Optimization exercise on an open flow, not production practice. RTL: at most simulated, not proved equivalent. Function not checked: runs 1, 2 and 4. Power: default activity.

<file path="flow/flow/run.sh">
#!/bin/bash
# Layout flow: the standard flow (standard.sh, synthesis included) with
# two changes to how the layout is built:
# - the port buffers that placement inserts are plain buffers
#   (sky130_fd_sc_hd__buf_1) instead of the delay cells buffer_ports
#   picks by default;
# - clock tree synthesis uses clkbuf_8 buffers and no dummy loads.
set -e
cp standard.sh standard_sh_copy.txt
export BUFFER_PORTS_ARGS="-buffer_cell sky130_fd_sc_hd__buf_1"
export CTS_ARGS="-sink_clustering_enable -repair_clock_nets -sink_clustering_size 30 -sink_clustering_max_diameter 100 -buf_list sky130_fd_sc_hd__clkbuf_8 -dont_use_dummy_load"
bash standard.sh > standard.log 2>&1
</file>
<file path="flow/standard.sh">
#!/bin/bash
# synth_recipe.tcl (not shown) runs the flow's synth.tcl, then flattens the netlist and writes it again
# the make line also repeats each setting of config.mk as NAME=value (left out here)
make -C /OpenROAD-flow-scripts/flow DESIGN_CONFIG=/design/flow/config.mk WORK_HOME=/design/flow/orfs CLKGATE_MAP_FILE= SYNTH_SCRIPT=/design/flow/synth_recipe.tcl "${@:-finish}"
</file>
<file path="flow/config.mk">
export PLATFORM = sky130hd
export DESIGN_NAME = script_token_lexer_top
export DESIGN_NICKNAME = script_token_lexer_top
export VERILOG_FILES = /design/flow/design.v
export SDC_FILE = /design/flow/constraint.sdc
export NUM_CORES = 4
export LEC_CHECK = 0
export CAP_MARGIN = 20
export CORE_MARGIN = 2
export CORE_UTILIZATION = 65
export SETUP_SLACK_MARGIN = 2.0
export SLEW_MARGIN = 20
</file>
<file path="flow/constraint.sdc">
create_clock -name core_clock -period 5.0 [get_ports {clk}]
set_input_delay 1.0000 -clock core_clock [delete_from_list [all_inputs] [get_ports {clk}]]
set_output_delay 1.0000 -clock core_clock [all_outputs]
set_load 0.01 [all_outputs]
</file>
<file path="flow/design.v">
package stl_pkg;
	localparam int TEXT_MAX_DEF = 256;
	localparam int RQ_DEPTH = 3;
	localparam logic [3:0] K_TEXT    = 4'd0;
	localparam logic [3:0] K_NAME    = 4'd1;
	localparam logic [3:0] K_NUMBER  = 4'd2;
	localparam logic [3:0] K_STRING  = 4'd3;
	localparam logic [3:0] K_SYMBOL  = 4'd4;
	localparam logic [3:0] K_EQ      = 4'd5;
	localparam logic [3:0] K_GE      = 4'd6;
	localparam logic [3:0] K_LE      = 4'd7;
	localparam logic [3:0] K_NEWLINE = 4'd8;
	localparam logic [3:0] K_LINE    = 4'd9;
	typedef struct packed {
		logic lf;       
		logic letter;   
		logic digit;    
		logic und;      
		logic dot;      
		logic dq;       
		logic sq;       
		logic bsl;      
		logic eq;       
		logic cmpch;    
		logic sym;      
		logic lf_sym;   
		logic rb;       
		logic [1:0] e_lo;   
	} cls_t;
endpackage
import stl_pkg::*;
module stl_lexer #(
	parameter int TEXT_MAX = stl_pkg::TEXT_MAX_DEF
) (
	input  logic        clk,
	input  logic        arst_n,
	input  logic        in_v,
	input  logic [7:0]  in_c,
	input  logic        in_end,
	input  logic        in_nl,
	input  stl_pkg::cls_t cls,
	input  logic [2:0]  q_v,
	input  logic        num_pend,
	output logic        consume,
	output logic [1:0]  push_cnt,
	output logic        r0_lf,      
	output logic [3:0]  r0_kind,
	output logic [8:0]  r0_val,
	output logic [3:0]  r1_kind,
	output logic [8:0]  r1_val,
	output logic [47:0] mant,
	output logic [3:0]  frac
);
	localparam int CNT_W = $clog2(TEXT_MAX + 1);
	localparam logic [CNT_W-1:0] CNT_MAX = CNT_W'(TEXT_MAX);
	localparam logic [47:0] MANT_MAX = {48{1'b1}};
	function automatic logic [30:0] mul5_add(input logic [27:0] x, input logic [1:0] e_lo,
			input logic cin);
		logic [30:0] a, b, g, p, gg, pp, y;
		a   = {1'b0, x, e_lo};
		b   = {3'b0, x};
		g   = a & b;
		p   = a ^ b;
		gg  = g;
		pp  = p;
		gg[0] = g[0] | (p[0] & cin);
		for (int l = 0; l < 5; l++) begin
			for (int i = 30; i >= 0; i--) begin
				if (((i >> l) & 1) == 1 && ((i >> l) << l) >= 1) begin
					gg[i] = gg[i] | (pp[i] & gg[((i >> l) << l) - 1]);
					pp[i] = pp[i] & pp[((i >> l) << l) - 1];
				end
			end
		end
		y[0] = p[0] ^ cin;
		for (int i = 1; i < 31; i++) begin
			y[i] = p[i] ^ gg[i - 1];
		end
		mul5_add = y;
	endfunction
	function automatic logic [7:0] decode_escape(input logic [7:0] c);
		logic [7:0] r;
		unique case (c)
			8'h30: r = 8'h00;
			8'h62: r = 8'h08;
			8'h6E: r = 8'h0A;
			8'h72: r = 8'h0D;
			8'h74: r = 8'h09;
			default: r = c;
		endcase
		decode_escape = r;
	endfunction
	logic             m_name_q, m_int_q, m_frac_q, m_str_q, m_cmp_q;
	logic             m_name_n, m_int_n, m_frac_n, m_str_n, m_cmp_n;
	logic             m_idle;
	logic             sq_q, sq_n;      
	logic [1:0]       cmp_q, cmp_n;    
	logic             esc_q, esc_n;
	logic [23:0]      lo_q;
	logic [23:0]      hi_q;
	logic [3:0]       co_q;
	logic             pend_q, sat_q;
	logic             dstep, dstart;    
	logic [3:0]       frac_q, frac_n;
	logic [CNT_W-1:0] text_q, text_n;
	logic [7:0]       c;
	logic [8:0]       cmp_val;
	logic [30:0]      y_lo, y_hi;
	logic [CNT_W-1:0] text_inc;
	logic [3:0]       frac_inc;
	logic             run_idle;
	logic             ra_v, rb_v;
	logic [3:0]       ra_k, rb_k;
	logic [8:0]       ra_b, rb_b;
	logic             two, stall;
	assign c       = in_c;
	assign cmp_val = {7'b0001111, cmp_q};
	assign m_idle  = !(m_name_q || m_int_q || m_frac_q || m_str_q || m_cmp_q);
	assign mant = sat_q ? MANT_MAX : {hi_q, lo_q};
	assign frac = frac_q;
	always_comb begin
		two = (m_name_q && cls.lf_sym) || ((m_int_q || m_frac_q || m_cmp_q) && cls.rb);
		stall = q_v[2] || (q_v[1] && two) ||
			(num_pend && cls.digit && (m_idle || m_cmp_q));
		consume = in_v && !stall;
	end
	always_comb begin
		y_lo      = mul5_add({4'd0, lo_q}, cls.e_lo, c[3]);
		y_hi      = mul5_add({4'd0, hi_q}, co_q[3] ? 2'b11 : co_q[2:1], co_q[3]);
		text_inc  = (text_q < CNT_MAX) ? text_q + CNT_W'(1) : text_q;
		frac_inc  = (frac_q != 4'd15) ? frac_q + 4'd1 : frac_q;
		m_name_n = m_name_q;
		m_int_n  = m_int_q;
		m_frac_n = m_frac_q;
		m_str_n  = m_str_q;
		m_cmp_n  = m_cmp_q;
		sq_n     = sq_q;
		cmp_n    = cmp_q;
		esc_n    = esc_q;
		dstep    = 1'b0;
		dstart   = 1'b0;
		frac_n   = frac_q;
		text_n   = text_q;
		run_idle = 1'b0;
		ra_v     = 1'b0;
		rb_v     = 1'b0;
		ra_k     = K_TEXT;
		ra_b     = 9'd0;
		rb_k     = K_TEXT;
		rb_b     = 9'd0;
		if (in_end) begin
			if (m_name_q) begin
				ra_v = 1'b1;
				ra_k = K_NAME;
				ra_b = 9'(text_q);
			end
			if (m_int_q || m_frac_q) begin
				ra_v = 1'b1;
				ra_k = K_NUMBER;
			end
			if (m_str_q) begin
				ra_v = 1'b1;
				ra_k = K_STRING;
				ra_b = 9'(text_q);
			end
			if (m_cmp_q) begin
				ra_v = 1'b1;
				ra_k = K_SYMBOL;
				ra_b = cmp_val;
			end
			m_name_n = 1'b0;
			m_int_n  = 1'b0;
			m_frac_n = 1'b0;
			m_str_n  = 1'b0;
			m_cmp_n  = 1'b0;
			esc_n    = 1'b0;
		end else begin
			if (m_idle) begin
				run_idle = 1'b1;
			end
			if (m_name_q) begin
				if (cls.letter || cls.digit || cls.und) begin
					text_n = text_inc;
					ra_v   = 1'b1;
					ra_k   = K_TEXT;
					ra_b   = {1'b0, c};
				end else begin
					ra_v     = 1'b1;
					ra_k     = K_NAME;
					ra_b     = 9'(text_q);
					run_idle = 1'b1;
				end
			end
			if (m_int_q) begin
				if (cls.digit) begin
					dstep   = 1'b1;
				end else if (cls.dot) begin
					m_int_n  = 1'b0;
					m_frac_n = 1'b1;
				end else begin
					ra_v     = 1'b1;
					ra_k     = K_NUMBER;
					run_idle = 1'b1;
				end
			end
			if (m_frac_q) begin
				if (cls.digit) begin
					dstep   = 1'b1;
					frac_n  = frac_inc;
				end else begin
					ra_v     = 1'b1;
					ra_k     = K_NUMBER;
					run_idle = 1'b1;
				end
			end
			if (m_str_q) begin
				if (esc_q) begin
					esc_n  = 1'b0;
					text_n = text_inc;
					ra_v   = 1'b1;
					ra_k   = K_TEXT;
					ra_b   = {1'b0, decode_escape(c)};
				end else if (sq_q ? cls.sq : cls.dq) begin
					ra_v    = 1'b1;
					ra_k    = K_STRING;
					ra_b    = 9'(text_q);
					m_str_n = 1'b0;
				end else if (cls.bsl) begin
					esc_n = 1'b1;
				end else begin
					text_n = text_inc;
					ra_v   = 1'b1;
					ra_k   = K_TEXT;
					ra_b   = {1'b0, c};
				end
			end
			if (m_cmp_q) begin
				m_cmp_n = 1'b0;
				ra_v    = 1'b1;
				if (cls.eq) begin
					if (cmp_q == 2'b01) begin
						ra_k = K_EQ;
					end else if (cmp_q == 2'b10) begin
						ra_k = K_GE;
					end else begin
						ra_k = K_LE;
					end
				end else begin
					ra_k     = K_SYMBOL;
					ra_b     = cmp_val;
					run_idle = 1'b1;
				end
			end
			if (run_idle) begin
				m_name_n = 1'b0;
				m_int_n  = 1'b0;
				m_frac_n = 1'b0;
				m_str_n  = 1'b0;
				m_cmp_n  = 1'b0;
				if (cls.lf) begin
					rb_v = 1'b1;
					rb_k = in_nl ? K_NEWLINE : K_LINE;
				end else if (cls.letter) begin
					m_name_n = 1'b1;
					text_n   = CNT_W'(1);
					rb_v     = 1'b1;
					rb_k     = K_TEXT;
					rb_b     = {1'b0, c};
				end else if (cls.digit) begin
					m_int_n = 1'b1;
					dstart  = 1'b1;
					frac_n  = 4'd0;
				end else if (cls.dq || cls.sq) begin
					m_str_n = 1'b1;
					sq_n    = cls.sq;
					esc_n   = 1'b0;
					text_n  = '0;
				end else if (cls.cmpch) begin
					m_cmp_n = 1'b1;
					cmp_n   = c[1:0];
				end else if (cls.sym) begin
					rb_v = 1'b1;
					rb_k = K_SYMBOL;
					rb_b = {1'b0, c};
				end
			end
		end
		if (ra_v) begin
			r0_kind  = ra_k;
			r0_val   = ra_b;
			r1_kind  = rb_k;
			r1_val   = rb_b;
			push_cnt = !consume ? 2'd0 : rb_v ? 2'd2 : 2'd1;
		end else begin
			r0_kind  = rb_k;
			r0_val   = rb_b;
			r1_kind  = rb_k;
			r1_val   = rb_b;
			push_cnt = (consume && rb_v) ? 2'd1 : 2'd0;
		end
		r0_lf = consume && m_idle && cls.lf;
	end
	always_ff @(posedge clk or negedge arst_n) begin
		if (!arst_n) begin
			m_name_q <= 1'b0;
			m_int_q  <= 1'b0;
			m_frac_q <= 1'b0;
			m_str_q  <= 1'b0;
			m_cmp_q  <= 1'b0;
		end else if (consume) begin
			m_name_q <= m_name_n;
			m_int_q  <= m_int_n;
			m_frac_q <= m_frac_n;
			m_str_q  <= m_str_n;
			m_cmp_q  <= m_cmp_n;
		end
	end
	always_ff @(posedge clk) begin
		if (consume && dstart) begin
			lo_q   <= {20'd0, c[3:0]};
			co_q   <= 4'd0;
			hi_q   <= '0;
			pend_q <= 1'b0;
			sat_q  <= 1'b0;
		end else begin
			if (consume && dstep) begin
				lo_q <= {y_lo[22:0], c[0]};
				co_q <= y_lo[26:23];
			end
			if (pend_q) begin
				hi_q  <= {y_hi[22:0], co_q[0]};
				sat_q <= sat_q || y_hi[26:23] != 4'd0;
			end
			pend_q <= consume && dstep;
		end
	end
	always_ff @(posedge clk) begin
		if (consume) begin
			sq_q    <= sq_n;
			cmp_q   <= cmp_n;
			esc_q   <= esc_n;
			frac_q  <= frac_n;
			text_q  <= text_n;
		end
	end
endmodule
import stl_pkg::*;
module stl_res_fifo (
	input  logic        clk,
	input  logic        arst_n,
	input  logic [1:0]  push_cnt,
	input  logic        r0_lf,      
	input  logic [3:0]  r0_kind,
	input  logic [8:0]  r0_val,
	input  logic [3:0]  r1_kind,
	input  logic [8:0]  r1_val,
	output logic [2:0]  q_v,
	output logic        num_pend,
	output logic        out_valid,
	input  logic        out_stall,
	output logic [3:0]  head_kind,
	output logic [8:0]  head_val,
	output logic        head_num,
	output logic        head_len,
	output logic [19:0] head_line
);
	localparam logic [19:0] LINE_MAX = {20{1'b1}};
	function automatic logic is_num(input logic [3:0] k);
		is_num = k == K_NUMBER;
	endfunction
	function automatic logic is_len(input logic [3:0] k);
		is_len = k == K_NAME || k == K_STRING;
	endfunction
	logic [2:0]   v_q;
	logic [12:0]  e_q [0:2];    
	logic [19:0]  line_q;
	logic         num_q;
	logic         ov_q, hnum_q, hlen_q;
	logic         pop;
	logic         p1, p2;       
	logic [12:0]  r0, r1;
	logic [2:0]   v_s, v_p;     
	logic [12:0]  e_s [0:2];
	logic [12:0]  e_p [0:2];
	logic [3:0]   hk_s, hk_p;   
	logic         inc_s, inc_p;
	logic [19:0]  line_inc;
	assign out_valid = ov_q;
	assign pop       = v_q[0] && (!out_stall || e_q[0][12:9] == K_LINE);
	assign head_kind = e_q[0][12:9];
	assign head_val  = e_q[0][8:0];
	assign head_num  = hnum_q;
	assign head_len  = hlen_q;
	assign head_line = line_q;
	assign num_pend  = num_q;
	assign q_v       = v_q;
	always_comb begin
		p1 = push_cnt != 2'd0;
		p2 = push_cnt == 2'd2;
		r0 = {r0_kind, r0_val};
		r1 = {r1_kind, r1_val};
		v_s[0] = v_q[0] || p1;
		v_s[1] = v_q[1] || (v_q[0] && p1) || p2;
		v_s[2] = v_q[2] || (v_q[1] && p1) || (v_q[0] && p2);
		e_s[0] = v_q[0] ? e_q[0] : r0;
		e_s[1] = v_q[1] ? e_q[1] : (v_q[0] ? r0 : r1);
		e_s[2] = v_q[2] ? e_q[2] : (v_q[1] ? r0 : r1);
		v_p[0] = v_q[1] || p1;
		v_p[1] = v_q[2] || (v_q[1] && p1) || p2;
		v_p[2] = (v_q[2] && p1) || (v_q[1] && p2);
		e_p[0] = v_q[1] ? e_q[1] : r0;
		e_p[1] = v_q[2] ? e_q[2] : (v_q[1] ? r0 : r1);
		e_p[2] = v_q[2] ? r0 : r1;
		hk_s  = e_s[0][12:9];
		hk_p  = e_p[0][12:9];
		inc_s = !v_q[0] && r0_lf;
		inc_p = v_q[1] ? e_q[1][12] : r0_lf;
		line_inc = (line_q != LINE_MAX) ? line_q + 20'd1 : line_q;
	end
	always_ff @(posedge clk or negedge arst_n) begin
		if (!arst_n) begin
			v_q    <= '0;
			ov_q   <= 1'b0;
			line_q <= 20'd1;
			num_q  <= 1'b0;
		end else begin
			if (pop) begin
				v_q    <= v_p;
				ov_q   <= v_p[0] && hk_p != K_LINE;
				line_q <= inc_p ? line_inc : line_q;
			end else begin
				v_q    <= v_s;
				ov_q   <= v_s[0] && hk_s != K_LINE;
				line_q <= inc_s ? line_inc : line_q;
			end
			num_q <= (num_q && !(pop && e_q[0][12:9] == K_NUMBER)) ||
				(p1 && r0_kind == K_NUMBER);
		end
	end
	always_ff @(posedge clk) begin
		for (int i = 0; i < 3; i++) begin
			e_q[i] <= pop ? e_p[i] : e_s[i];
		end
		hnum_q <= pop ? is_num(hk_p) : is_num(hk_s);
		hlen_q <= pop ? is_len(hk_p) : is_len(hk_s);
	end
endmodule
import stl_pkg::*;
module script_token_lexer_top #(
	parameter int TEXT_MAX = stl_pkg::TEXT_MAX_DEF
) (
	input  logic              clk,
	input  logic              arst_n,
	input  logic              in_valid,
	output logic              in_stall,
	input  logic [8:0]        in_item,
	output logic              out_valid,
	input  logic              out_stall,
	output logic [92:0]       out_item,
	input  logic              cfg_valid,
	output logic              cfg_ready,
	input  logic              cfg_data
);
	function automatic stl_pkg::cls_t classify(input logic [7:0] c, input logic is_end);
		stl_pkg::cls_t k;
		logic sym;
		unique case (c)
			8'h2B, 8'h2D, 8'h2A, 8'h2F, 8'h25, 8'h2C, 8'h3B, 8'h3A,
			8'h28, 8'h29, 8'h5B, 8'h5D, 8'h7B, 8'h7D: sym = 1'b1;
			default: sym = 1'b0;
		endcase
		k.lf     = c == 8'h0A;
		k.letter = (c >= 8'h61 && c <= 8'h7A) || (c >= 8'h41 && c <= 8'h5A);
		k.digit  = c >= 8'h30 && c <= 8'h39;
		k.und    = c == 8'h5F;
		k.dot    = c == 8'h2E;
		k.dq     = c == 8'h22;
		k.sq     = c == 8'h27;
		k.bsl    = c == 8'h5C;
		k.eq     = c == 8'h3D;
		k.cmpch  = c == 8'h3D || c == 8'h3C || c == 8'h3E;
		k.sym    = sym;
		k.lf_sym = k.lf || sym;
		k.rb     = k.lf || k.letter || sym;
		k.e_lo   = 2'b00;
		if (is_end) begin
			k = '0;
		end
		k.e_lo   = c[3] ? 2'b11 : c[2:1];
		classify = k;
	endfunction
	logic        nl_en_q;
	logic        in_v_q;
	logic [7:0]  in_c_q;
	logic        in_end_q;
	logic        in_nl_q;
	stl_pkg::cls_t in_cls_q;
	logic        accept;
	logic        consume;
	logic [2:0]  q_v;
	logic        num_pend;
	logic [1:0]  push_cnt;
	logic        r0_lf;
	logic [3:0]  r0_kind, r1_kind;
	logic [8:0]  r0_val, r1_val;
	logic [47:0] mant;
	logic [3:0]  frac;
	logic [3:0]  head_kind;
	logic [8:0]  head_val;
	logic [19:0] head_line;
	logic        is_num, is_len;
	assign cfg_ready = 1'b1;
	assign in_stall  = in_v_q && !consume;
	assign accept    = in_valid && !in_stall;
	always_ff @(posedge clk or negedge arst_n) begin
		if (!arst_n) begin
			nl_en_q <= 1'b0;
			in_v_q  <= 1'b0;
		end else begin
			if (cfg_valid) begin
				nl_en_q <= cfg_data;
			end
			in_v_q <= accept || (in_v_q && !consume);
		end
	end
	always_ff @(posedge clk) begin
		if (accept) begin
			in_c_q   <= in_item[8:1];
			in_end_q <= in_item[0];
			in_nl_q  <= nl_en_q;
			in_cls_q <= classify(in_item[8:1], in_item[0]);
		end
	end
	stl_lexer #(
		.TEXT_MAX(TEXT_MAX)
	) u_lexer (
		.clk      (clk),
		.arst_n   (arst_n),
		.in_v     (in_v_q),
		.in_c     (in_c_q),
		.in_end   (in_end_q),
		.in_nl    (in_nl_q),
		.cls      (in_cls_q),
		.q_v      (q_v),
		.num_pend (num_pend),
		.consume  (consume),
		.push_cnt (push_cnt),
		.r0_lf    (r0_lf),
		.r0_kind  (r0_kind),
		.r0_val   (r0_val),
		.r1_kind  (r1_kind),
		.r1_val   (r1_val),
		.mant     (mant),
		.frac     (frac)
	);
	stl_res_fifo u_fifo (
		.clk      (clk),
		.arst_n   (arst_n),
		.push_cnt (push_cnt),
		.r0_lf    (r0_lf),
		.r0_kind  (r0_kind),
		.r0_val   (r0_val),
		.r1_kind  (r1_kind),
		.r1_val   (r1_val),
		.q_v      (q_v),
		.num_pend (num_pend),
		.out_valid(out_valid),
		.out_stall(out_stall),
		.head_kind(head_kind),
		.head_val (head_val),
		.head_num (is_num),
		.head_len (is_len),
		.head_line(head_line)
	);
	assign out_item = {head_kind, is_len ? 8'd0 : head_val[7:0],
		is_num ? mant : 48'd0, is_num ? frac : 4'd0,
		is_len ? head_val : 9'd0, head_line};
endmodule
</file>
==> key figures, run 1 <==
Run status
  • Run status: timing/DRC/antenna clean

Pwr
  • Power density of the placed cells: 536 mW/mm^2
  • Clock group share of total power: 11.3%
  • Max IR drop VDD: 0.330 mV
  • Proportion of power drawn by combinational gates: 50.3%
  • Power share of the sequential group: 38.4%
  • Proportion of total power due to net switching: 45.4%
  • Switching power total: 0.00298 W
  • Static power due to leakage: 4.77 nW
  • Internal power contribution: 0.00359 W

STA
  • Timing-limited maximum frequency: 0.333 GHz
  • Setup tns final: 0 ns
  • Max_slew headroom: 28.5%
  • Clock Skews: 0.0360 ns
  • Tightest Pin Transition: 1.07 ns
  • Final hold violation count: 0
  • # setup viols final: 0
  • Max-slew violation total from the final report: 0
  • Final WS setup: 2.00 ns
  • Setup repair after global routing missed its margin: yes
  • Final period utilization: 60.1%
  • Min Clock Period, post-route: 3.00 ns

Final layout
  • Register area: 0.00424 mm^2
  • Diode count: 0
  • Commonest non-fill, non-tap cell in the layout: sky130_fd_sc_hd__buf_1
  • Area of the multi-input gates: 0.00664 mm^2
  • Final Cell Area: 0.0123 mm^2
  • Most frequent cells in the layout: 107 x sky130_fd_sc_hd__buf_1, 97 x sky130_fd_sc_hd__nor2_1, 96 x sky130_fd_sc_hd__nand2_1
  • P&R area growth vs syn: 10.3%
  • Fraction of final layout cells sized beyond drive strength 1: 10.3%
  • Final cell count without fillers: 1,548
  • Number of nets in the finished design: 1,404
  • Layout filler cell count: 1,313

Synthesis
  • Most area-consuming cells after synthesis: sky130_fd_sc_hd__edfxtp_1 18%, sky130_fd_sc_hd__dfxtp_1 12%, sky130_fd_sc_hd__dfrtp_1 7.0%
  • Share of Yosys cell area claimed by the top area cell type: 18.4%
  • Post-Synthesis Cell Area: 0.0111 mm^2
  • Async S/R FF share, synth: 18.9%
  • Number of synthesis warnings: 6
  • Netlist cell types: 83
  • Register area share after synthesis: 38.0%
  • Number of enable flip-flop cells after synthesis: 68
  • Gate Count Post-Synth: 1,237
  • Syn_nets: 1,311
  • Mean instance size in the synthesized netlist: 8.98 um^2
  • Synthesized flop and latch total: 169
  • Dominant register cell in the synthesized netlist: sky130_fd_sc_hd__dfxtp_1
  • Yosys top cell by area: sky130_fd_sc_hd__edfxtp_1

Placement
  • Detailed-placement wirelength estimate: 20,200 um
  • Placement Setup Slack: 1.56 ns
  • Placed Instances: 1,505
  • Number of buffers inserted by port buffering: 109
  • GPL Wtd Cong: 0.966
  • Post-DP Area: 0.0116 mm^2

Die
  • Initial Utilization: 66.7%
  • Die Footprint: 0.0181 mm^2
  • Floorplan die width: 135 um
  • Core Footprint: 0.0166 mm^2
  • Row cnt: 47
  • Vertical die dimension: 135 um
  • Io pins: 111

Setup path
  • Critical path data required time: 4.00 ns
  • Nature of the critical path endpoint: primary output
  • WS Path Type: reg -> out
  • Crit start category: register
  • Destination of the worst register-to-register timing path: u_fifo.e_q[1][3]$_DFFE_PP_
  • Worst flop-to-flop path startpoint: u_lexer.m_str_q$_DFFE_PN0P_
  • Critical Path AT: 2.00 ns
  • Cell count of the worst reg-to-reg path: 8
  • Critical Path Fanout Max: 3
  • Internal reg-to-reg setup slack: 2.06 ns

Clocking
  • Clock root buffer: sky130_fd_sc_hd__clkbuf_8
  • CTS Buf Count: 17
  • Number of levels the H-tree was split into: 4
  • Hold-fix buffers, CTS: 0
  • Maximum clock path buffer count: 2
  • Count of clock tree sinks: 169
  • Clock latency on the worst-skew pair: 0.47 ns
  • Clock tree from TritonCTS: done
  • Clock edge transition at the registers on the reported setup and hold paths: 0.07 ns

Global route
  • Maximum number of pins on one net before global-route repair: 53
  • Number of antenna violations at the first check in global routing: 0
  • First-pass GRT wire length: 45,600 um
  • Total global routing overflow: 0
  • Total global routing track utilization: 31.2%
  • Number of global-route vias before repair: 8,956

Flow run
  • Maxcap violations: 0

Min path
  • Worst hold path type: reg -> reg
  • Min-Delay Endpoint: u_lexer.co_q[1]$_SDFFE_PP0P_
  • Hold Path Depth: 1
  • Startpoint of the lowest-slack hold path: u_lexer.co_q[1]$_SDFFE_PP0P_

Routing
  • Wire length per cell: 18.6 um
  • Average via count per standard cell: 6.52
  • Overall via count from detail_route: 10,100
  • Total DRC errors in the routed layout: 0
  • First-iteration detailed-routing DRC count: 1,215
  • Number of routed nets with antenna violations: 0
  • First drt pass iteration count: 6
  • Total wirelength of the detailed-routed design: 28,700 um
## cells by family after synthesis
| group | after synthesis | share of synthesized area [%] |
|---|---|---|
| AOI/OAI and AO/OA | 384 | 24.2 |
| xor gates and xnor gates | 47 | 3.71 |
| adders and majority gates | 59 | 7.46 |
| buffers and inverters | 116 | 4.13 |
| DFF | 169 | 38.0 |
| muxes | 26 | 2.44 |
| other | 1 | 0.0338 |
| and+or+nand+nor | 435 | 20.0 |
## how the worst max path moves through the flow
stage                                       startpoint                             to  slack [ns]  cells past startpoint
after global placement     u_lexer.m_cmp_q$_DFFE_PN0P_   u_lexer.co_q[2]$_SDFFE_PP0P_        1.64                     10
after CTS                          in_c_q[3]$_DFFE_PP_   u_lexer.co_q[1]$_SDFFE_PP0P_        1.97                     11
after floorplan           u_lexer.co_q[3]$_SDFFE_PP0P_  u_lexer.hi_q[17]$_SDFFE_PP0P_        1.99                     12
after detailed placement           in_c_q[3]$_DFFE_PP_   u_lexer.co_q[1]$_SDFFE_PP0P_        1.56                     11
final                      u_lexer.m_int_q$_DFFE_PN0P_                       in_stall        2.00                      6
after global routing       u_lexer.m_str_q$_DFFE_PN0P_     u_fifo.e_q[1][3]$_DFFE_PP_        1.95                      8
## synth_stat cells, drive strengths merged, types with 21 or more instances
master / n
nand2: 100
nor2: 98
o21ai: 70
dfxtp: 69
edfxtp: 68
a21oi: 65
clkbuf: 62
o21a: 55
ha: 47
inv: 40
nand3: 36
nor3: 35
dfrtp: 31
and2: 27
nor2b: 27
xor2: 26
a21o: 22
xnor2: 21
## layer usage
layer | share of wire [%] | track usage (%) | routed length [um] | vias to the layer above
li1 | - | - | - | 4789
met1 | 44 | 44.0 | 12600 | 4753
met2 | 45 | 48.7 | 13000 | 493
met3 | 8.3 | 5.18 | 2380 | 65
met4 | 2.4 | 11.4 | 685 | 0
met5 | 0 | 0 | 0 | -
## per-stage QoR
stage / total power, W / hold slack, ns / util [%]
2_1_floorplan: 0.00471 / 0.421 / -
5_1_grt: 0.00700 / 0.508 / 73.6
6_report: 0.00656 / 0.472 / 73.6
3_5_place_dp: 0.00556 / 0.461 / 69.9
3_3_place_gp: 0.00549 / 0.446 / 69.9
4_1_cts: 0.00639 / 0.479 / 72.7
## area by class of cell
cell class / count / share of cell area [%]
repair buffers: 147 / 5.72
flip-flops and latches: 169 / 34.6
clock buffers: 17 / 1.91
well taps: 220 / 2.25
multi-input cells: 953 / 54.2
inverters: 42 / 1.33
## power groups by stage
stage	Sequential (W)	Clock, W	Combinational [W]
2_1_floorplan	0.00224	0	0.00246
3_3_place_gp	0.00253	0	0.00296
3_5_place_dp	0.00254	0	0.00301
4_1_cts	0.00250	0.000742	0.00315
5_1_grt	0.00257	0.000799	0.00363
6_report	0.00252	0.000743	0.00330
## what timing repair did
action,4_1_cts,5_1_grt
gates resized for setup,29,23
pin swaps,17,17
buffers inserted,18,7
endpoints found under the setup margin,98,89
gates cloned,0,1
## flip-flops by register name, indices dropped and copies added, names as in the netlist, 2 cells and up
| signal | cells |
|---|---|
| u_lexer.hi_q | 24 |
| u_lexer.co_q | 4 |
| u_lexer.cmp_q | 2 |
| u_lexer.text_q | 9 |
| u_fifo.line_q | 20 |
| in_c_q | 8 |
| u_fifo.e_q | 39 |
| u_lexer.lo_q | 24 |
| u_fifo.v_q | 3 |
| in_cls_q | 15 |
| u_lexer.frac_q | 4 |
## critical path: stages (launching register included)
cell and delay, ns:
sky130_fd_sc_hd__dfrtp_2 0.41, sky130_fd_sc_hd__or3_1 0.38, sky130_fd_sc_hd__a22o_1 0.23, sky130_fd_sc_hd__a211o_1 0.28, sky130_fd_sc_hd__nand2_2 0.07, sky130_fd_sc_hd__inv_1 0.05, sky130_fd_sc_hd__buf_6 0.12
==> run 2: changes to the inputs <==
--- a/flow/design.v
+++ b/flow/design.v
@@ -96,8 +96,8 @@
 	logic             sq_q, sq_n;      
 	logic [1:0]       cmp_q, cmp_n;    
 	logic             esc_q, esc_n;
-	logic [23:0]      lo_q;
-	logic [23:0]      hi_q;
+	logic [19:0]      lo_q;
+	logic [27:0]      hi_q;
 	logic [3:0]       co_q;
 	logic             pend_q, sat_q;
 	logic             dstep, dstart;    
@@ -125,8 +125,8 @@
 		consume = in_v && !stall;
 	end
 	always_comb begin
-		y_lo      = mul5_add({4'd0, lo_q}, cls.e_lo, c[3]);
-		y_hi      = mul5_add({4'd0, hi_q}, co_q[3] ? 2'b11 : co_q[2:1], co_q[3]);
+		y_lo      = mul5_add({8'd0, lo_q}, cls.e_lo, c[3]);
+		y_hi      = mul5_add(hi_q, co_q[3] ? 2'b11 : co_q[2:1], co_q[3]);
 		text_inc  = (text_q < CNT_MAX) ? text_q + CNT_W'(1) : text_q;
 		frac_inc  = (frac_q != 4'd15) ? frac_q + 4'd1 : frac_q;
 		m_name_n = m_name_q;
@@ -317,19 +317,19 @@
 	end
 	always_ff @(posedge clk) begin
 		if (consume && dstart) begin
-			lo_q   <= {20'd0, c[3:0]};
+			lo_q   <= {16'd0, c[3:0]};
 			co_q   <= 4'd0;
 			hi_q   <= '0;
 			pend_q <= 1'b0;
 			sat_q  <= 1'b0;
 		end else begin
 			if (consume && dstep) begin
-				lo_q <= {y_lo[22:0], c[0]};
-				co_q <= y_lo[26:23];
+				lo_q <= {y_lo[18:0], c[0]};
+				co_q <= y_lo[22:19];
 			end
 			if (pend_q) begin
-				hi_q  <= {y_hi[22:0], co_q[0]};
-				sat_q <= sat_q || y_hi[26:23] != 4'd0;
+				hi_q  <= {y_hi[26:0], co_q[0]};
+				sat_q <= sat_q || y_hi[30:27] != 4'd0;
 			end
 			pend_q <= consume && dstep;
 		end
==> run 2 against run 1 <==
  * Global-route usage down 2.1 points
  * Via count down 5.5%
  * Highest routed layer unchanged
  * Critical path type is now reg -> reg
  * Critical path depth up 8
  * Still clean
==> key figures, run 2 <==
STA
  • Tightest Pin Transition: 0.944 ns
  • Timing-limited maximum frequency: 0.335 GHz
  • Setup repair after global routing missed its margin: yes
  • Clock Skews: 0.0405 ns
  • Min Clock Period, post-route: 2.99 ns
  • Max_slew headroom: 37.1%
  • Max-slew violation total from the final report: 0
  • Final hold violation count: 0
  • Final period utilization: 59.8%
  • Final WS setup: 2.01 ns
  • Setup tns final: 0 ns
  • # setup viols final: 0

Global route
  • Number of antenna violations at the first check in global routing: 0
  • Total global routing track utilization: 29.1%
  • First-pass GRT wire length: 42,800 um
  • Total global routing overflow: 0
  • Number of global-route vias before repair: 8,470
  • Maximum number of pins on one net before global-route repair: 53

Final layout
  • P&R area growth vs syn: 10.0%
  • Most frequent cells in the layout: 111 x sky130_fd_sc_hd__nor2_1, 108 x sky130_fd_sc_hd__buf_1, 101 x sky130_fd_sc_hd__nand2_1
  • Commonest non-fill, non-tap cell in the layout: sky130_fd_sc_hd__nor2_1
  • Register containing the most flip-flops in the final layout: u_fifo.e_q
  • Diode count: 0
  • Fraction of final layout cells sized beyond drive strength 1: 10.3%
  • Number of nets in the finished design: 1,382
  • Layout filler cell count: 1,343
  • Top flop regs: u_fifo.e_q (39), u_lexer.hi_q (28)
  • Max reg flops: 39
  • Final core utilization: 73.0%
  • Final Cell Area: 0.0121 mm^2

Routing
  • First-iteration detailed-routing DRC count: 929
  • Total DRC errors in the routed layout: 0
  • Total wirelength of the detailed-routed design: 26,300 um
  • First drt pass iteration count: 5
  • Overall via count from detail_route: 9,547
  • Number of routed nets with antenna violations: 0
  • Average via count per standard cell: 6.26
  • Wire length per cell: 17.2 um

Setup path
  • WS Path Type: reg -> reg
  • Beginning of the critical path: u_lexer.lo_q[0]$_DFFE_PP_
  • Critical Path AT: 3.34 ns
  • Worst flop-to-flop path startpoint: u_lexer.lo_q[0]$_DFFE_PP_
  • Critical path data required time: 5.35 ns
  • Nature of the critical path endpoint: register
  • Critical Path Fanout Max: 2
  • Crit start category: register

Synthesis
  • Async S/R FF share, synth: 18.9%
  • Syn_nets: 1,288
  • Share of Yosys cell area claimed by the top area cell type: 18.6%
  • Yosys top cell by area: sky130_fd_sc_hd__edfxtp_1
  • Synthesized flop and latch total: 169
  • Netlist cell types: 89
  • Mean instance size in the synthesized netlist: 9.06 um^2
  • Ranking of synthesized cells by instance count: 112 x sky130_fd_sc_hd__nor2_1, 103 x sky130_fd_sc_hd__nand2_1, 69 x sky130_fd_sc_hd__dfxtp_1
  • Most numerous cell in the Yosys netlist: sky130_fd_sc_hd__nor2_1
  • Most area-consuming cells after synthesis: sky130_fd_sc_hd__edfxtp_1 19%, sky130_fd_sc_hd__dfxtp_1 13%, sky130_fd_sc_hd__dfrtp_1 7.1%
  • Number of synthesis warnings: 6
  • Gate Count Post-Synth: 1,214
  • Register area share after synthesis: 38.4%
  • Post-Synthesis Cell Area: 0.0110 mm^2
  • Dominant register cell in the synthesized netlist: sky130_fd_sc_hd__dfxtp_1
  • Number of enable flip-flop cells after synthesis: 68

Min path
  • Startpoint of the lowest-slack hold path: nl_en_q$_DFFE_PN0P_
  • Worst hold path type: reg -> reg

Placement
  • GPL Wtd Cong: 0.940
  • Detailed-placement wirelength estimate: 18,300 um
  • Number of buffers inserted by port buffering: 109
  • Placement Setup Slack: 1.38 ns
  • Post-DP Area: 0.0115 mm^2

Die
  • Floorplan die width: 134 um
  • Initial Utilization: 66.3%
  • Vertical die dimension: 134 um
  • Io pins: 111
  • Core Footprint: 0.0166 mm^2
  • Row cnt: 47
  • Die Footprint: 0.0180 mm^2

Clocking
  • CTS Buf Count: 17
  • Clock latency on the worst-skew pair: 0.48 ns
  • Maximum clock path buffer count: 2
  • Count of clock tree sinks: 169
  • Clock edge transition at the registers on the reported setup and hold paths: 0.08 ns
  • Number of levels the H-tree was split into: 4
  • Clock tree from TritonCTS: done
  • Clock root buffer: sky130_fd_sc_hd__clkbuf_8
  • Hold-fix buffers, CTS: 0

Flow run
  • Maxcap violations: 0

Pwr
  • Total Power Consumption: 0.00664 W
  • Max IR drop VDD: 0.333 mV
  • Power density of the placed cells: 549 mW/mm^2
  • Static power due to leakage: 4.83 nW

Run status
  • Run status: timing/DRC/antenna clean
[run 2: changes by cell type in the layout (fill, tap and decap cells not counted), moves of 6 or more]
cell / previous run / this run
sky130_fd_sc_hd__a21oi_1: 64 / 53
sky130_fd_sc_hd__nand3b_1: 3 / 9
sky130_fd_sc_hd__nor2b_1: 26 / 17
sky130_fd_sc_hd__nor4b_1: 13 / 1
sky130_fd_sc_hd__a22o_1: 11 / 18
sky130_fd_sc_hd__o22ai_1: 5 / 17
sky130_fd_sc_hd__a31o_2: 9 / 3
sky130_fd_sc_hd__mux2i_1: 16 / 22
sky130_fd_sc_hd__nor2_1: 97 / 111
sky130_fd_sc_hd__xor2_1: 26 / 37
sky130_fd_sc_hd__nand3_1: 36 / 29
sky130_fd_sc_hd__a311oi_1: 11 / 0
[run 2: power breakdown]
part	switching [W]	total, W	internal (W)
Sequential	0.000580	0.00258	0.00200
Combinational	0.00199	0.00333	0.00133
Clock	0.000435	0.000736	0.000300
Total	0.00301	0.00664	0.00364
[run 2: repair_timing]
action	4_1_cts	5_1_grt
buffers inserted	14	14
endpoints found under the setup margin	96	60
pin swaps	13	17
resized for setup	19	29
[run 2: worst paths after layout]
check / slack, ns / cells after the start / end
worst max-delay path: 2.01 / 14 / u_lexer.lo_q[10]$_SDFFE_PP0P_
worst min-delay path: 0.45 / 0 / in_nl_q$_DFFE_PP_
worst max register to register: 2.01 / 14 / u_lexer.lo_q[10]$_SDFFE_PP0P_
worst min register to register: 0.45 / 0 / in_nl_q$_DFFE_PP_
max in group asynchronous: 3.77 / 1 / u_lexer.m_name_q$_DFFE_PN0P_
min in group asynchronous: 0.60 / 1 / u_fifo.ov_q$_DFF_PN0_
[run 2: routing by layer]
metal,up-vias,track usage (%),wire (um)
li1,4641,-,-
met4,0,7.49,375
met2,365,45.7,12300
met5,-,0,0
met3,33,5.06,1570
met1,4508,42.1,12100
[run 2: through the flow]
step                      std cells  hold slack [ns]
final                          1526            0.454
after global routing           1526            0.472
after CTS                      1512            0.462
after detailed placement       1481            0.443
after global placement         1481            0.441
after floorplan                1214            0.421
[run 2: layout make-up]
| cell class | instances | area, um^2 | area share [%] |
|---|---|---|---|
| tap | 220 | 275 | 2.28 |
| inverter | 46 | 183 | 1.51 |
| clock buffer | 17 | 234 | 1.93 |
| sequential | 169 | 4240 | 35.0 |
| timing repair buffer | 147 | 699 | 5.78 |
| multi-input combinational | 927 | 6470 | 53.5 |
[run 2: worst max-delay path, stage by stage, from the launching register on]
cell and delay, ns:
sky130_fd_sc_hd__edfxtp_1 0.43, sky130_fd_sc_hd__inv_2 0.10, sky130_fd_sc_hd__fa_2 0.20, sky130_fd_sc_hd__inv_2 0.04, sky130_fd_sc_hd__fa_2 0.37, sky130_fd_sc_hd__a21o_1 0.17, sky130_fd_sc_hd__a21o_1 0.18, sky130_fd_sc_hd__a21o_1 0.19
sky130_fd_sc_hd__a21oi_2 0.17, sky130_fd_sc_hd__nor2b_2 0.07, sky130_fd_sc_hd__o21ai_1 0.11, sky130_fd_sc_hd__nand2b_1 0.10, sky130_fd_sc_hd__fa_2 0.40, sky130_fd_sc_hd__xor2_1 0.16, sky130_fd_sc_hd__a22o_1 0.19
[run 2: logic make-up after synthesis]
family / count (synthesis) / synth area share (%)
flops: 169 / 38.4
buf+inv: 118 / 4.37
fa+ha+maj: 59 / 7.53
simple gates: 419 / 19.5
mux: 32 / 3.03
compound gates: 359 / 22.6
other cells: 1 / 0.0341
xor+xnor: 57 / 4.54
==> run 3: changes to the inputs <==
--- a/flow/design.v
+++ b/flow/design.v
@@ -43,7 +43,6 @@
 	input  logic        num_pend,
 	output logic        consume,
 	output logic [1:0]  push_cnt,
-	output logic        r0_lf,      
 	output logic [3:0]  r0_kind,
 	output logic [8:0]  r0_val,
 	output logic [3:0]  r1_kind,
@@ -96,7 +95,7 @@
 	logic             sq_q, sq_n;      
 	logic [1:0]       cmp_q, cmp_n;    
 	logic             esc_q, esc_n;
-	logic [19:0]      lo_q;
+	logic [23:0]      lo_q;
 	logic [27:0]      hi_q;
 	logic [3:0]       co_q;
 	logic             pend_q, sat_q;
@@ -116,7 +115,7 @@
 	assign c       = in_c;
 	assign cmp_val = {7'b0001111, cmp_q};
 	assign m_idle  = !(m_name_q || m_int_q || m_frac_q || m_str_q || m_cmp_q);
-	assign mant = sat_q ? MANT_MAX : {hi_q, lo_q};
+	assign mant = (sat_q || hi_q[27:24] != 4'd0) ? MANT_MAX : {hi_q[23:0], lo_q};
 	assign frac = frac_q;
 	always_comb begin
 		two = (m_name_q && cls.lf_sym) || ((m_int_q || m_frac_q || m_cmp_q) && cls.rb);
@@ -125,7 +124,7 @@
 		consume = in_v && !stall;
 	end
 	always_comb begin
-		y_lo      = mul5_add({8'd0, lo_q}, cls.e_lo, c[3]);
+		y_lo      = mul5_add({4'd0, lo_q}, cls.e_lo, c[3]);
 		y_hi      = mul5_add(hi_q, co_q[3] ? 2'b11 : co_q[2:1], co_q[3]);
 		text_inc  = (text_q < CNT_MAX) ? text_q + CNT_W'(1) : text_q;
 		frac_inc  = (frac_q != 4'd15) ? frac_q + 4'd1 : frac_q;
@@ -298,7 +297,6 @@
 			r1_val   = rb_b;
 			push_cnt = (consume && rb_v) ? 2'd1 : 2'd0;
 		end
-		r0_lf = consume && m_idle && cls.lf;
 	end
 	always_ff @(posedge clk or negedge arst_n) begin
 		if (!arst_n) begin
@@ -317,21 +315,21 @@
 	end
 	always_ff @(posedge clk) begin
 		if (consume && dstart) begin
-			lo_q   <= {16'd0, c[3:0]};
+			lo_q   <= {20'd0, c[3:0]};
 			co_q   <= 4'd0;
 			hi_q   <= '0;
 			pend_q <= 1'b0;
 			sat_q  <= 1'b0;
 		end else begin
 			if (consume && dstep) begin
-				lo_q <= {y_lo[18:0], c[0]};
-				co_q <= y_lo[22:19];
+				lo_q <= {y_lo[22:0], c[0]};
+				co_q <= y_lo[26:23];
 			end
 			if (pend_q) begin
-				hi_q  <= {y_hi[26:0], co_q[0]};
-				sat_q <= sat_q || y_hi[30:27] != 4'd0;
+				hi_q <= {y_hi[26:0], co_q[0]};
 			end
 			pend_q <= consume && dstep;
+			sat_q  <= sat_q || hi_q[27:24] != 4'd0;
 		end
 	end
 	always_ff @(posedge clk) begin
@@ -349,7 +347,6 @@
 	input  logic        clk,
 	input  logic        arst_n,
 	input  logic [1:0]  push_cnt,
-	input  logic        r0_lf,      
 	input  logic [3:0]  r0_kind,
 	input  logic [8:0]  r0_val,
 	input  logic [3:0]  r1_kind,
@@ -413,8 +410,8 @@
 		e_p[2] = v_q[2] ? r0 : r1;
 		hk_s  = e_s[0][12:9];
 		hk_p  = e_p[0][12:9];
-		inc_s = !v_q[0] && r0_lf;
-		inc_p = v_q[1] ? e_q[1][12] : r0_lf;
+		inc_s = !v_q[0] && p1 && r0_kind[3];
+		inc_p = v_q[1] ? e_q[1][12] : (p1 && r0_kind[3]);
 		line_inc = (line_q != LINE_MAX) ? line_q + 20'd1 : line_q;
 	end
 	always_ff @(posedge clk or negedge arst_n) begin
@@ -500,7 +497,6 @@
 	logic [2:0]  q_v;
 	logic        num_pend;
 	logic [1:0]  push_cnt;
-	logic        r0_lf;
 	logic [3:0]  r0_kind, r1_kind;
 	logic [8:0]  r0_val, r1_val;
 	logic [47:0] mant;
@@ -545,7 +541,6 @@
 		.num_pend (num_pend),
 		.consume  (consume),
 		.push_cnt (push_cnt),
-		.r0_lf    (r0_lf),
 		.r0_kind  (r0_kind),
 		.r0_val   (r0_val),
 		.r1_kind  (r1_kind),
@@ -557,7 +552,6 @@
 		.clk      (clk),
 		.arst_n   (arst_n),
 		.push_cnt (push_cnt),
-		.r0_lf    (r0_lf),
 		.r0_kind  (r0_kind),
 		.r0_val   (r0_val),
 		.r1_kind  (r1_kind),
==> flow/flow/run.sh (replaced) <==
#!/bin/bash
# Layout flow: the standard flow, with the port buffers that placement
# inserts made plain buffers (sky130_fd_sc_hd__buf_1) instead of the
# delay cells buffer_ports picks by default. Everything else is the
# standard flow (standard.sh), synthesis included.
set -e
cp standard.sh standard_sh_copy.txt
export BUFFER_PORTS_ARGS="-buffer_cell sky130_fd_sc_hd__buf_1"
bash standard.sh > standard.log 2>&1
--- a/flow/config.mk
+++ b/flow/config.mk
@@ -8,5 +8,8 @@
 export CAP_MARGIN = 20
 export CORE_MARGIN = 2
 export CORE_UTILIZATION = 65
+export CTS_BUF_LIST = sky130_fd_sc_hd__clkbuf_4 sky130_fd_sc_hd__clkbuf_8
+export CTS_CLUSTER_DIAMETER = 100
+export CTS_CLUSTER_SIZE = 30
 export SETUP_SLACK_MARGIN = 2.0
 export SLEW_MARGIN = 20
==> run 3 against run 2 <==
  * Synthesized cell count up 1.3%
  * Via count rose by 2.0%
  * Synthesized area is 0.43% higher
  * First-iteration DRC count up 14%
==> key figures, run 3 <==
Placement
  • Placement Setup Slack: 1.51 ns
  • Detailed-placement wirelength estimate: 18,500 um
  • GPL Wtd Cong: 0.933
  • Placed Instances: 1,502
  • Number of buffers inserted by port buffering: 109

Clocking
  • Clock root buffer: sky130_fd_sc_hd__clkbuf_8
  • Number of levels the H-tree was split into: 4
  • Maximum clock path buffer count: 2
  • Count of clock tree sinks: 173
  • Clock tree from TritonCTS: done
  • Clock edge transition at the registers on the reported setup and hold paths: 0.10 ns
  • CTS Buf Count: 17
  • Clock latency on the worst-skew pair: 0.48 ns

STA
  • # setup viols final: 0
  • Final hold violation count: 0
  • Final period utilization: 61.3%
  • Final WS setup: 1.94 ns
  • Max_slew headroom: 30.5%
  • Timing-limited maximum frequency: 0.326 GHz
  • Clock Skews: 0.0233 ns
  • Setup tns final: 0 ns
  • Min Clock Period, post-route: 3.06 ns
  • Max-slew violation total from the final report: 0
  • Tightest Pin Transition: 1.03 ns
  • Setup repair after global routing missed its margin: yes

Setup path
  • Beginning of the critical path: u_lexer.lo_q[0]$_DFFE_PP_
  • Critical path data required time: 5.37 ns
  • Critical Path Fanout Max: 4
  • Worst flop-to-flop path startpoint: u_lexer.lo_q[0]$_DFFE_PP_
  • WS Path Type: reg -> reg
  • Nature of the critical path endpoint: register
  • Crit start category: register
  • Critical Path AT: 3.44 ns

Final layout
  • Top flop regs: u_fifo.e_q (39), u_lexer.hi_q (28), u_lexer.lo_q (24)
  • Max reg flops: 39
  • Register containing the most flip-flops in the final layout: u_fifo.e_q
  • P&R area growth vs syn: 12.0%
  • Fraction of final layout cells sized beyond drive strength 1: 11.2%
  • Number of nets in the finished design: 1,398
  • Final cell count without fillers: 1,555
  • Most frequent cells in the layout: 111 x sky130_fd_sc_hd__nor2_1, 108 x sky130_fd_sc_hd__buf_1, 105 x sky130_fd_sc_hd__nand2_1
  • Commonest non-fill, non-tap cell in the layout: sky130_fd_sc_hd__nor2_1
  • Diode count: 0

Pwr
  • Total Power Consumption: 0.00681 W
  • Max IR drop VDD: 0.300 mV
  • Power density of the placed cells: 550 mW/mm^2
  • Static power due to leakage: 4.84 nW

Routing
  • Overall via count from detail_route: 9,741
  • Average via count per standard cell: 6.26
  • Total DRC errors in the routed layout: 0
  • Wire length per cell: 17.4 um
  • Number of routed nets with antenna violations: 0
  • First-iteration detailed-routing DRC count: 1,062
  • Total wirelength of the detailed-routed design: 27,100 um
  • First drt pass iteration count: 6

Synthesis
  • Synthesized flop and latch total: 173
  • Syn_nets: 1,306
  • Most area-consuming cells after synthesis: sky130_fd_sc_hd__edfxtp_1 18%, sky130_fd_sc_hd__dfxtp_1 13%, sky130_fd_sc_hd__dfrtp_1 7.0%
  • Share of Yosys cell area claimed by the top area cell type: 18.5%
  • Async S/R FF share, synth: 18.5%
  • Ranking of synthesized cells by instance count: 113 x sky130_fd_sc_hd__nor2_1, 106 x sky130_fd_sc_hd__nand2_1, 86 x sky130_fd_sc_hd__a21oi_1
  • Netlist cell types: 83
  • Post-Synthesis Cell Area: 0.0110 mm^2
  • Number of enable flip-flop cells after synthesis: 68
  • Yosys top cell by area: sky130_fd_sc_hd__edfxtp_1
  • Mean instance size in the synthesized netlist: 8.98 um^2
  • Dominant register cell in the synthesized netlist: sky130_fd_sc_hd__dfxtp_1
  • Most numerous cell in the Yosys netlist: sky130_fd_sc_hd__nor2_1
  • Number of synthesis warnings: 6
  • Gate Count Post-Synth: 1,230
  • Register area share after synthesis: 39.0%

Flow run
  • Maxcap violations: 0

Run status
  • Run status: timing/DRC/antenna clean

Global route
  • Total global routing overflow: 0
  • Number of antenna violations at the first check in global routing: 0
  • First-pass GRT wire length: 43,600 um
  • Number of global-route vias before repair: 8,733
  • Total global routing track utilization: 29.6%
  • Maximum number of pins on one net before global-route repair: 53

Min path
  • Startpoint of the lowest-slack hold path: nl_en_q$_DFFE_PN0P_
  • Worst hold path type: reg -> reg

Die
  • Vertical die dimension: 134 um
  • Row cnt: 47
  • Core Footprint: 0.0166 mm^2
  • Io pins: 111
  • Die Footprint: 0.0181 mm^2
  • Floorplan die width: 134 um
  • Initial Utilization: 66.6%
==> run 3: cell types whose count changed in the layout (fill, tap and decap cells not counted), sizes merged, moves of 6 or more <==
| cell | before | now |
|---|---|---|
| a21oi | 56 | 87 |
| o21ai | 66 | 85 |
| nor3 | 31 | 22 |
| xnor2 | 20 | 29 |
| a21o | 25 | 17 |
| buf | 146 | 138 |
| nand4 | 9 | 16 |
| o21a | 51 | 58 |
| a22o | 18 | 12 |
| a32o | 6 | 0 |
| o22a | 0 | 6 |
| xor2 | 37 | 31 |
==> run 3: final cells by class <==
cell class              instances  area [um^2]
inverters                      38          150
clock inverters                15          198
repair buffers                140          643
well taps                     220          275
flip-flops and latches        173         4320
clock buffers                  17          234
multi-input cells             952         6550
fillers                      1313         4210
==> run 3: critical path, cell delays in order, from the launching register on <==
cell	delay [ns]
sky130_fd_sc_hd__edfxtp_1	0.44
sky130_fd_sc_hd__inv_2	0.10
sky130_fd_sc_hd__fa_2	0.20
sky130_fd_sc_hd__inv_2	0.04
sky130_fd_sc_hd__fa_2	0.38
sky130_fd_sc_hd__a211oi_4	0.25
sky130_fd_sc_hd__nor3_2	0.07
sky130_fd_sc_hd__or4_4	0.52
sky130_fd_sc_hd__nand4b_1	0.23
sky130_fd_sc_hd__a311oi_2	0.14
sky130_fd_sc_hd__o21a_1	0.19
sky130_fd_sc_hd__o31a_1	0.23
sky130_fd_sc_hd__a22o_1	0.19
==> run 3: path summary, 6_finish.rpt <==
path,to,slack [ns],cells after the start
worst max register to register,u_lexer.co_q[1]$_SDFFE_PP0P_,1.94,12
worst min-delay path,in_nl_q$_DFFE_PP_,0.46,0
min in group asynchronous,u_fifo.line_q[19]$_DFFE_PN0P_,0.60,1
worst max-delay path,u_lexer.co_q[1]$_SDFFE_PP0P_,1.94,12
max in group asynchronous,u_lexer.m_cmp_q$_DFFE_PN0P_,3.82,1
worst min register to register,in_nl_q$_DFFE_PP_,0.46,0
==> run 3: report_power, final <==
group          internal [W]  leakage [nW]  switching [W]
Clock              0.000514         0.221       0.000574
Combinational       0.00129          2.93        0.00191
Sequential          0.00198          1.69       0.000548
==> run 3: through the flow <==
step                      cell area, um^2  util [%]  hold WS (ns)
after floorplan                     11100         -         0.421
after global placement              11600      69.8         0.434
after detailed placement            11600      69.8         0.436
after CTS                           12200      73.3         0.461
after global routing                12400      74.6         0.478
final                               12400      74.6         0.457
==> run 3: layer usage <==
layer / track usage (%) / up-vias / wire length [um]
met5: 0 / - / 0
met4: 7.43 / 0 / 520
met3: 5.22 / 54 / 1930
met2: 45.7 / 428 / 12200
met1: 43.5 / 4550 / 12400
li1: - / 4709 / -
==> run 3: cell families (layout without fill, tap and decap cells) <==
kind of cell / after synthesis / count (layout) / synth area share, %
muxes: 29 / 29 / 2.71
adders and majority gates: 61 / 61 / 7.72
DFF: 173 / 173 / 39.0
xor gates and xnor gates: 60 / 60 / 4.76
other: 1 / 1 / 0.0339
buffers and inverters: 106 / 210 / 3.76
AOI/OAI and AO/OA: 383 / 383 / 22.9
and+or+nand+nor: 417 / 418 / 19.2
==> run 3: timing repair <==
item	4_1_cts	5_1_grt
endpoints found under the hold margin	0	0
setup endpoints to repair	85	115
gates cloned	0	1
hold buffers	0	0
pin swaps	5	9
gates resized for setup	15	40
setup buffers	14	6
Testbench counts of run 3, summed over its fixed seeds: cycles 44,563, items 44,472.
==> run 4: changes to the inputs <==
--- a/flow/design.v
+++ b/flow/design.v
@@ -43,6 +43,10 @@
 	input  logic        num_pend,
 	output logic        consume,
 	output logic [1:0]  push_cnt,
+	output logic        r0_lf,      
+	output logic        r0_num,     
+	output logic        r0_len,     
+	output logic        r0_line,    
 	output logic [3:0]  r0_kind,
 	output logic [8:0]  r0_val,
 	output logic [3:0]  r1_kind,
@@ -297,6 +301,11 @@
 			r1_val   = rb_b;
 			push_cnt = (consume && rb_v) ? 2'd1 : 2'd0;
 		end
+		r0_lf = consume && m_idle && cls.lf;
+		r0_num  = (m_int_q && !cls.digit && !cls.dot) || (m_frac_q && !cls.digit);
+		r0_len  = (m_name_q && !(cls.letter || cls.digit || cls.und)) ||
+			(m_str_q && (in_end || (!esc_q && (sq_q ? cls.sq : cls.dq))));
+		r0_line = m_idle && cls.lf && !in_nl;
 	end
 	always_ff @(posedge clk or negedge arst_n) begin
 		if (!arst_n) begin
@@ -347,6 +356,10 @@
 	input  logic        clk,
 	input  logic        arst_n,
 	input  logic [1:0]  push_cnt,
+	input  logic        r0_lf,      
+	input  logic        r0_num,     
+	input  logic        r0_len,     
+	input  logic        r0_line,    
 	input  logic [3:0]  r0_kind,
 	input  logic [8:0]  r0_val,
 	input  logic [3:0]  r1_kind,
@@ -379,7 +392,8 @@
 	logic [2:0]   v_s, v_p;     
 	logic [12:0]  e_s [0:2];
 	logic [12:0]  e_p [0:2];
-	logic [3:0]   hk_s, hk_p;   
+	logic         ov_s, ov_p;   
+	logic         hn_s, hn_p, hl_s, hl_p;
 	logic         inc_s, inc_p;
 	logic [19:0]  line_inc;
 	assign out_valid = ov_q;
@@ -408,10 +422,14 @@
 		e_p[0] = v_q[1] ? e_q[1] : r0;
 		e_p[1] = v_q[2] ? e_q[2] : (v_q[1] ? r0 : r1);
 		e_p[2] = v_q[2] ? r0 : r1;
-		hk_s  = e_s[0][12:9];
-		hk_p  = e_p[0][12:9];
-		inc_s = !v_q[0] && p1 && r0_kind[3];
-		inc_p = v_q[1] ? e_q[1][12] : (p1 && r0_kind[3]);
+		ov_s = v_q[0] ? e_q[0][12:9] != K_LINE : (p1 && !r0_line);
+		ov_p = v_q[1] ? e_q[1][12:9] != K_LINE : (p1 && !r0_line);
+		hn_s = v_q[0] ? is_num(e_q[0][12:9]) : r0_num;
+		hn_p = v_q[1] ? is_num(e_q[1][12:9]) : r0_num;
+		hl_s = v_q[0] ? is_len(e_q[0][12:9]) : r0_len;
+		hl_p = v_q[1] ? is_len(e_q[1][12:9]) : r0_len;
+		inc_s = !v_q[0] && r0_lf;
+		inc_p = v_q[1] ? e_q[1][12] : r0_lf;
 		line_inc = (line_q != LINE_MAX) ? line_q + 20'd1 : line_q;
 	end
 	always_ff @(posedge clk or negedge arst_n) begin
@@ -423,23 +441,23 @@
 		end else begin
 			if (pop) begin
 				v_q    <= v_p;
-				ov_q   <= v_p[0] && hk_p != K_LINE;
+				ov_q   <= ov_p;
 				line_q <= inc_p ? line_inc : line_q;
 			end else begin
 				v_q    <= v_s;
-				ov_q   <= v_s[0] && hk_s != K_LINE;
+				ov_q   <= ov_s;
 				line_q <= inc_s ? line_inc : line_q;
 			end
 			num_q <= (num_q && !(pop && e_q[0][12:9] == K_NUMBER)) ||
-				(p1 && r0_kind == K_NUMBER);
+				(p1 && r0_num);
 		end
 	end
 	always_ff @(posedge clk) begin
 		for (int i = 0; i < 3; i++) begin
 			e_q[i] <= pop ? e_p[i] : e_s[i];
 		end
-		hnum_q <= pop ? is_num(hk_p) : is_num(hk_s);
-		hlen_q <= pop ? is_len(hk_p) : is_len(hk_s);
+		hnum_q <= pop ? hn_p : hn_s;
+		hlen_q <= pop ? hl_p : hl_s;
 	end
 endmodule
 import stl_pkg::*;
@@ -497,6 +515,7 @@
 	logic [2:0]  q_v;
 	logic        num_pend;
 	logic [1:0]  push_cnt;
+	logic        r0_lf, r0_num, r0_len, r0_line;
 	logic [3:0]  r0_kind, r1_kind;
 	logic [8:0]  r0_val, r1_val;
 	logic [47:0] mant;
@@ -541,6 +560,10 @@
 		.num_pend (num_pend),
 		.consume  (consume),
 		.push_cnt (push_cnt),
+		.r0_lf    (r0_lf),
+		.r0_num   (r0_num),
+		.r0_len   (r0_len),
+		.r0_line  (r0_line),
 		.r0_kind  (r0_kind),
 		.r0_val   (r0_val),
 		.r1_kind  (r1_kind),
@@ -552,6 +575,10 @@
 		.clk      (clk),
 		.arst_n   (arst_n),
 		.push_cnt (push_cnt),
+		.r0_lf    (r0_lf),
+		.r0_num   (r0_num),
+		.r0_len   (r0_len),
+		.r0_line  (r0_line),
 		.r0_kind  (r0_kind),
 		.r0_val   (r0_val),
 		.r1_kind  (r1_kind),
==> flow/flow/run.sh (replaced) <==
#!/bin/bash
# Layout flow: the standard flow (standard.sh, synthesis included) with
# two changes to how the layout is built:
# - the port buffers that placement inserts are plain buffers
#   (sky130_fd_sc_hd__buf_1) instead of the delay cells buffer_ports
#   picks by default;
# - clock tree synthesis uses clkbuf_8 buffers and no dummy loads.
set -e
cp standard.sh standard_sh_copy.txt
export BUFFER_PORTS_ARGS="-buffer_cell sky130_fd_sc_hd__buf_1"
export CTS_ARGS="-sink_clustering_enable -repair_clock_nets -sink_clustering_size 30 -sink_clustering_max_diameter 100 -buf_list sky130_fd_sc_hd__clkbuf_8 -dont_use_dummy_load"
bash standard.sh > standard.log 2>&1
--- a/flow/config.mk
+++ b/flow/config.mk
@@ -8,8 +8,5 @@
 export CAP_MARGIN = 20
 export CORE_MARGIN = 2
 export CORE_UTILIZATION = 65
-export CTS_BUF_LIST = sky130_fd_sc_hd__clkbuf_4 sky130_fd_sc_hd__clkbuf_8
-export CTS_CLUSTER_DIAMETER = 100
-export CTS_CLUSTER_SIZE = 30
 export SETUP_SLACK_MARGIN = 2.0
 export SLEW_MARGIN = 20
==> run 4 against run 3 <==
  * Still clean
  * Core utilization decreased by 2.3 points
  * Synthesized area up 2.2%
  * Critical path depth is 1 higher
  * Clock-buffer cell count stayed put
  * Sequential power is 2% lower
  * Design area is essentially flat
  * Non-clock buffer count up 3
  * Hold slack better by 0.024 ns
  * Clock skew increased by 0.010 ns
  * Global-route usage up 0.90 points
  * Critical path type unchanged
  * Highest routed layer unchanged
==> key figures, run 4 <==
Die
  • Die Footprint: 0.0184 mm^2
  • Core Footprint: 0.0171 mm^2
  • Initial Utilization: 65.9%
  • Vertical die dimension: 136 um
  • Row cnt: 48
  • Io pins: 111
  • Floorplan die width: 136 um

STA
  • Max-slew violation total from the final report: 0
  • Min Clock Period, post-route: 2.98 ns
  • Final WS setup: 2.02 ns
  • Clock Skews: 0.0333 ns
  • Tightest Pin Transition: 0.949 ns
  • # setup viols final: 0
  • Setup tns final: 0 ns
  • Final hold violation count: 0
  • Max_slew headroom: 36.7%

Final layout
  • Area of the multi-input gates: 0.00665 mm^2
  • Fraction of final layout cells sized beyond drive strength 1: 10.6%
  • P&R area growth vs syn: 9.65%
  • Register containing the most flip-flops in the final layout: u_fifo.e_q
  • Number of nets in the finished design: 1,399
  • Register area: 0.00436 mm^2
  • Top flop regs: u_fifo.e_q (39), u_lexer.hi_q (28), u_lexer.lo_q (24)
  • Final Cell Area: 0.0124 mm^2
  • Most frequent cells in the layout: 110 x sky130_fd_sc_hd__nor2_1, 108 x sky130_fd_sc_hd__buf_1, 104 x sky130_fd_sc_hd__nand2_1
  • Layout filler cell count: 1,363

Clocking
  • Hold-fix buffers, CTS: 0
  • Clock root buffer: sky130_fd_sc_hd__clkbuf_8
  • Clock latency on the worst-skew pair: 0.47 ns
  • Clock edge transition at the registers on the reported setup and hold paths: 0.08 ns
  • Maximum clock path buffer count: 2
  • Number of levels the H-tree was split into: 4

Global route
  • Total global routing track utilization: 30.5%
  • Total global routing overflow: 0
  • Number of global-route vias before repair: 8,902
  • Maximum number of pins on one net before global-route repair: 53
  • Number of antenna violations at the first check in global routing: 0

Synthesis
  • Ranking of synthesized cells by instance count: 111 x sky130_fd_sc_hd__nor2_1, 107 x sky130_fd_sc_hd__nand2_1, 72 x sky130_fd_sc_hd__edfxtp_1
  • Yosys top cell by area: sky130_fd_sc_hd__edfxtp_1
  • Syn_nets: 1,302
  • Post-Synthesis Cell Area: 0.0113 mm^2
  • Most numerous cell in the Yosys netlist: sky130_fd_sc_hd__nor2_1
  • Gate Count Post-Synth: 1,226
  • Share of Yosys cell area claimed by the top area cell type: 19.2%
  • Mean instance size in the synthesized netlist: 9.20 um^2
  • Netlist cell types: 103
  • Synthesized flop and latch total: 173
  • Number of synthesis warnings: 6

Routing
  • Average via count per standard cell: 6.27
  • Total wirelength of the detailed-routed design: 28,500 um
  • First drt pass iteration count: 6
  • First-iteration detailed-routing DRC count: 955
  • Total DRC errors in the routed layout: 0
  • Number of routed nets with antenna violations: 0
  • Wire length per cell: 18.4 um
  • Overall via count from detail_route: 9,698

Min path
  • Worst hold path type: reg -> reg

Placement
  • Number of buffers inserted by port buffering: 109
  • GPL Wtd Cong: 0.922
  • Post-DP Area: 0.0118 mm^2
  • Detailed-placement wirelength estimate: 19,500 um

Pwr
  • Total Power Consumption: 0.00675 W
  • Max IR drop VDD: 0.280 mV
  • Power density of the placed cells: 546 mW/mm^2

Setup path
  • Critical path data required time: 5.35 ns
  • Crit start category: register
  • Critical Path AT: 3.33 ns
  • WS Path Type: reg -> reg
  • Internal reg-to-reg setup slack: 2.02 ns
  • Critical Path Fanout Max: 4

Run status
  • Run status: timing/DRC/antenna clean
## run 4: cell types whose count changed after synthesis, moves of 6 or more
cell | previous run | this run
sky130_fd_sc_hd__a22o_1 | 12 | 22
sky130_fd_sc_hd__buf_2 | 7 | 14
sky130_fd_sc_hd__xor2_1 | 31 | 25
sky130_fd_sc_hd__a32o_1 | 0 | 7
sky130_fd_sc_hd__a21oi_1 | 86 | 71
sky130_fd_sc_hd__o22ai_1 | 14 | 8
sky130_fd_sc_hd__o21ai_0 | 82 | 61
sky130_fd_sc_hd__nand3_1 | 34 | 28
sky130_fd_sc_hd__clkbuf_1 | 56 | 44
sky130_fd_sc_hd__inv_1 | 33 | 45
sky130_fd_sc_hd__nor3_1 | 21 | 39
## run 4: worst max-delay path, cell delays in order, from the launching register on
cell and delay (ns):
sky130_fd_sc_hd__edfxtp_1 0.42, sky130_fd_sc_hd__inv_2 0.12, sky130_fd_sc_hd__fa_2 0.20, sky130_fd_sc_hd__inv_2 0.04, sky130_fd_sc_hd__fa_2 0.42, sky130_fd_sc_hd__a21oi_4 0.17, sky130_fd_sc_hd__o31ai_4 0.11, sky130_fd_sc_hd__o2111ai_4 0.26
sky130_fd_sc_hd__a211oi_2 0.12, sky130_fd_sc_hd__o211ai_1 0.24, sky130_fd_sc_hd__buf_4 0.16, sky130_fd_sc_hd__nand2_1 0.07, sky130_fd_sc_hd__a311o_1 0.28, sky130_fd_sc_hd__a32o_1 0.24
## run 4: cells by family (layout without fill, tap and decap cells)
| family | Yosys count | count (layout) | synth area share (%) |
|---|---|---|---|
| other | 1 | 1 | 0.0332 |
| and+or+nand+nor | 418 | 418 | 18.8 |
| AOI/OAI and AO/OA | 382 | 382 | 24.2 |
| muxes | 25 | 25 | 2.49 |
| DFF | 173 | 173 | 38.5 |
| buffers and inverters | 112 | 207 | 4.21 |
| xor gates and xnor gates | 54 | 54 | 4.19 |
| adders and majority gates | 61 | 61 | 7.56 |
## run 4: area by class of cell
class / count / area share, %
Multi-Input combinational cell: 941 / 53.7
Sequential cell: 173 / 35.2
Timing Repair Buffer: 143 / 5.44
Tap cell: 225 / 2.28
Clock buffer: 17 / 1.89
Inverter: 47 / 1.45
## run 4: what timing repair did
action / CTS / global route
pin swaps: 8 / 25
gates resized for setup: 20 / 32
setup buffers: 9 / 15
setup endpoints to repair: 82 / 69
## run 4: path summary, 6_finish.rpt
check                                                  start                             to  depth (start not counted)
worst max-delay path                     in_c_q[3]$_DFFE_PP_   u_lexer.co_q[1]$_SDFFE_PP0P_                         13
worst min-delay path            u_lexer.co_q[1]$_SDFFE_PP0P_   u_lexer.co_q[1]$_SDFFE_PP0P_                          1
worst max register to register           in_c_q[3]$_DFFE_PP_   u_lexer.co_q[1]$_SDFFE_PP0P_                         13
worst min register to register  u_lexer.co_q[1]$_SDFFE_PP0P_   u_lexer.co_q[1]$_SDFFE_PP0P_                          1
max in group asynchronous                             arst_n    u_lexer.m_str_q$_DFFE_PN0P_                          1
min in group asynchronous                             arst_n  u_fifo.line_q[15]$_DFFE_PN0P_                          1
## run 4: through the flow
| step | hold slack [ns] | cells | util [%] |
|---|---|---|---|
| 2_1_floorplan | 0.421 | 1226 | - |
| 3_3_place_gp | 0.458 | 1504 | 68.7 |
| 3_5_place_dp | 0.455 | 1505 | 68.7 |
| 4_1_cts | 0.472 | 1531 | 70.9 |
| 5_1_grt | 0.494 | 1546 | 72.3 |
| 6_report | 0.480 | 1546 | 72.3 |
## run 4: power by group
group | switching, W | internal [W] | leakage (nW) | total, W
logic | 0.00212 | 0.00140 | 3.11 | 0.00352
registers | 0.000494 | 0.00199 | 1.70 | 0.00248
clock network | 0.000451 | 0.000301 | 0.122 | 0.000752
## run 4: per-layer routing
layer	routed length (um)	vias up	GRT usage, %	part of all wire (%)
met5	0	-	0	0
met4	750	0	11.5	2.6
met2	14000	331	51.6	49
met1	12300	4600	39.8	43
met3	1410	60	4.41	4.9
li1	-	4707	-	-
